What follows belongs to an exercise in optimizing a design on an open flow for small area; a production flow would make more cautious choices.
Function was checked by simulation only, so behaviour that the tests miss may differ from the original.
The flow treats the clock pin as an ideal source, which a real chip does not have.
Power figures rest on the tool's default switching activity, not on a simulated workload.

## v15
Design color_tracker, start of the top module:
module color_tracker #(
  parameter int SUM_BITS = 32  
) (
  input  logic        clk_pixel,
  input  logic        sys_rst,
  input  logic [15:0] pixel,
  input  logic [24:0] timing,
  input  logic [2:0]  channel_sel,
  input  logic [7:0]  lower_bound,
  input  logic [7:0]  upper_bound,
  input  logic [1:0]  bg_sel,
  input  logic [1:0]  target_sel,
  output logic [23:0] pixel_out,
  output logic [24:0] timing_out,
  output logic [10:0] x_com,
  output logic [9:0]  y_com,
  output logic        com_valid
);
Size in the first run: roughly 1100 cells after synthesis, ~330 flip-flops, about 0.014 mm^2 of cells after synthesis.
==> flow/config.mk <==
export PLATFORM = sky130hd
export DESIGN_NAME = color_tracker
export DESIGN_NICKNAME = color_tracker
export VERILOG_FILES = /design/flow/design.v
export SDC_FILE = /design/flow/constraint.sdc
export NUM_CORES = 4
export LEC_CHECK = 0
export CAP_MARGIN = 20
export CORE_MARGIN = 2
export CORE_UTILIZATION = 40
export CTS_BUF_LIST = sky130_fd_sc_hd__clkbuf_4
export CTS_CLUSTER_DIAMETER = 60
export CTS_CLUSTER_SIZE = 10
export PLACE_DENSITY = 0.6
export SLEW_MARGIN = 20
export SYNTH_HIERARCHICAL = 1
==> flow/constraint.sdc <==
create_clock -name core_clock -period 6.7 [get_ports {clk_pixel}]
set_input_delay 1.3400 -clock core_clock [delete_from_list [all_inputs] [get_ports {clk_pixel}]]
set_output_delay 1.3400 -clock core_clock [all_outputs]
set_load 0.01 [all_outputs]
standard.sh (not shown) runs the stock make flow with config.mk's settings and CLKGATE_MAP_FILE= SYNTH_SCRIPT=/design/flow/synth_recipe.tcl, a recipe that flattens the netlist after the stock synthesis.
==> flow/flow/run.sh <==
#!/bin/bash
# The standard layout (standard synthesis and ORFS flow), with these changes:
# the port buffers use the smallest buffer cell instead of the default pick;
# after the floorplan repair, after the post-placement repair and after clock
# tree synthesis, cells on paths with slack are downsized; clock tree
# synthesis adds no dummy loads. All tool output goes to standard_flow.log and
# ORFS's own per-step logs under orfs/logs.
set -uo pipefail
export BUFFER_PORTS_ARGS="-buffer_cell sky130_fd_sc_hd__buf_1"
export POST_FLOORPLAN_TCL="$PWD/flow/recover.tcl"
export POST_RESIZE_TCL="$PWD/flow/recover.tcl"
export POST_CTS_TCL="$PWD/flow/recover_cts.tcl"
export CTS_ARGS="-sink_clustering_enable -repair_clock_nets -sink_clustering_size 10 -sink_clustering_max_diameter 60 -buf_list sky130_fd_sc_hd__clkbuf_4 -dont_use_dummy_load"
bash standard.sh finish > standard_flow.log 2>&1
==> flow/flow/recover.tcl <==
# area recovery: give back area on paths with timing slack by downsizing
# cells (used after floorplan repair and after post-placement repair; the
# following detailed placement legalizes)
puts "recover: area before [sta::format_area [rsz::design_area] 0]"
repair_timing -recover_power 100 -verbose
puts "recover: area after [sta::format_area [rsz::design_area] 0]"
==> flow/flow/recover_cts.tcl <==
# after clock tree synthesis and its timing repair: give back area on paths
# with timing slack by downsizing cells, then legalize the placement again
puts "recover: area before [sta::format_area [rsz::design_area] 0]"
estimate_parasitics -placement
repair_timing -recover_power 100 -verbose
detailed_placement
check_placement -verbose
puts "recover: area after [sta::format_area [rsz::design_area] 0]"
Here is what was changed in the inputs of v44 compared with v15.
- swapping 10 for 16 in CTS_CLUSTER_SIZE
- swapping sky130_fd_sc_hd__clkbuf_4 for sky130_fd_sc_hd__clkbuf_8 in CTS_BUF_LIST
- swapping 60 for 80 in CTS_CLUSTER_DIAMETER
==> flow/flow/run.sh <==
#!/bin/bash
# The standard layout (standard synthesis and ORFS flow), with these changes:
# the port buffers use the smallest buffer cell instead of the default pick;
# after the post-placement repair and after clock tree synthesis, cells on
# paths with slack are downsized; clock tree synthesis adds no dummy loads.
set -uo pipefail
export BUFFER_PORTS_ARGS="-buffer_cell sky130_fd_sc_hd__buf_1"
export POST_FLOORPLAN_TCL="$PWD/flow/recover.tcl"
export POST_RESIZE_TCL="$PWD/flow/recover.tcl"
export POST_CTS_TCL="$PWD/flow/recover_cts.tcl"
export CTS_ARGS="-sink_clustering_enable -repair_clock_nets -sink_clustering_size 16 -sink_clustering_max_diameter 80 -buf_list sky130_fd_sc_hd__clkbuf_8 -dont_use_dummy_load"
bash standard.sh finish > standard_flow.log 2>&1
==> flow/flow/recover.tcl <==
# after global placement and its design repair: give back area on paths with
# timing slack by downsizing cells
puts "recover: area before [sta::format_area [rsz::design_area] 0]"
repair_timing -recover_power 100 -verbose
puts "recover: area after [sta::format_area [rsz::design_area] 0]"
[summary]
Every run in the comparison, v44 and v15, completed the flow with a clean layout.
Between v44 and v15, the non-clock buffer instance count of the final layout is higher for v44.
v44 improves on v15 in maximum frequency.
Changes observed in v44 relative to v15: relative area change from synthesis to final layout climbed 0.17 points, setup slack went up 0.029 ns, design area was more or less identical.
Worst slew margin relative to its limit delta for v44 relative to v15: 0.56 points lower
Hold slack: v44 > v15
Note that the final-layout clock buffer total recorded for v15 amounts to 1.7 times the value seen in v44.
Setup changes, v44 to v27
--- a/flow/flow/run.sh
+++ b/flow/flow/run.sh
@@ -8 +7,0 @@
-export POST_FLOORPLAN_TCL="$PWD/flow/recover.tcl"
Notes after the runs:
Between v27 and v44, the worst setup slack figures differ only marginally.
Compared with v44, in v27 detail-routed net length per standard cell lost 1.7%; final cell count neither gained nor lost much; global-route usage lost 0.33 points.
Summary of v27 over v44: multiplexer area fraction after synthesis held steady; power neither gained nor lost much.
Summary of v27 over v44: post-placement setup slack dropped 0.14 ns, final cell utilization of the core now larger, area overhead of the layout relative to synthesis increased 0.39 points, maximum frequency closely matched the old numbers, largest voltage drop on the vdd net -about 1.1%.
The inputs of v40 differ from those of v27 as listed below.
--- a/flow/flow/run.sh
+++ b/flow/flow/run.sh
@@ -4,2 +4,4 @@
-# after the post-placement repair and after clock tree synthesis, cells on
-# paths with slack are downsized; clock tree synthesis adds no dummy loads.
+# after the floorplan repair, after the post-placement repair and after clock
+# tree synthesis, cells on paths with slack are downsized; clock tree
+# synthesis adds no dummy loads. All tool output goes to standard_flow.log and
+# ORFS's own per-step logs under orfs/logs.
@@ -7,0 +10 @@
+export POST_FLOORPLAN_TCL="$PWD/flow/recover.tcl"
--- a/flow/flow/recover.tcl
+++ b/flow/flow/recover.tcl
@@ -1,2 +1,3 @@
-# after global placement and its design repair: give back area on paths with
-# timing slack by downsizing cells
+# area recovery: give back area on paths with timing slack by downsizing
+# cells (used after floorplan repair and after post-placement repair; the
+# following detailed placement legalizes)
Findings:
Looking at v27 and v40, the combinational logic power is a wash.
The least setup slack across all paths after layout on v27 is in line with that on v40.
[compare] base=v27 new=v40: timing-limited maximum frequency ~0 delta; delay of the slowest cell on the worst path +0.05 ns.

## static timing again, ports no longer ideal
Ports are ideal in the flow. The routed layouts listed here were re-timed in OpenROAD. Step 1, drivers: a clkbuf_16 drives clk_pixel and a buf_2 each remaining input, both assumed. Step 2 adds t to the input delays and takes it off the output delays; t is the mean of the earliest and latest rising clock arrival at the registers after step 1. Input paths then give back, and output paths get back, about the clock's delay inside the block. a / b / c = ideal / step 1 / step 2; a / b = the first two.
run	t (ns)	setup WS [ns]	worst setup path after step 2	slew at the worst register clock pin (ns)
v15	0.726	0.302 / 0.302 / 0.302	register to register	0.11 / 0.11
v44	0.597	0.331 / 0.331 / 0.331	register to register	0.10 / 0.10
v27	0.606	0.332 / 0.332 / 0.332	register to register	0.10 / 0.10
v40	0.597	0.331 / 0.331 / 0.331	register to register	0.10 / 0.10
After both steps every run listed still meets setup and hold.
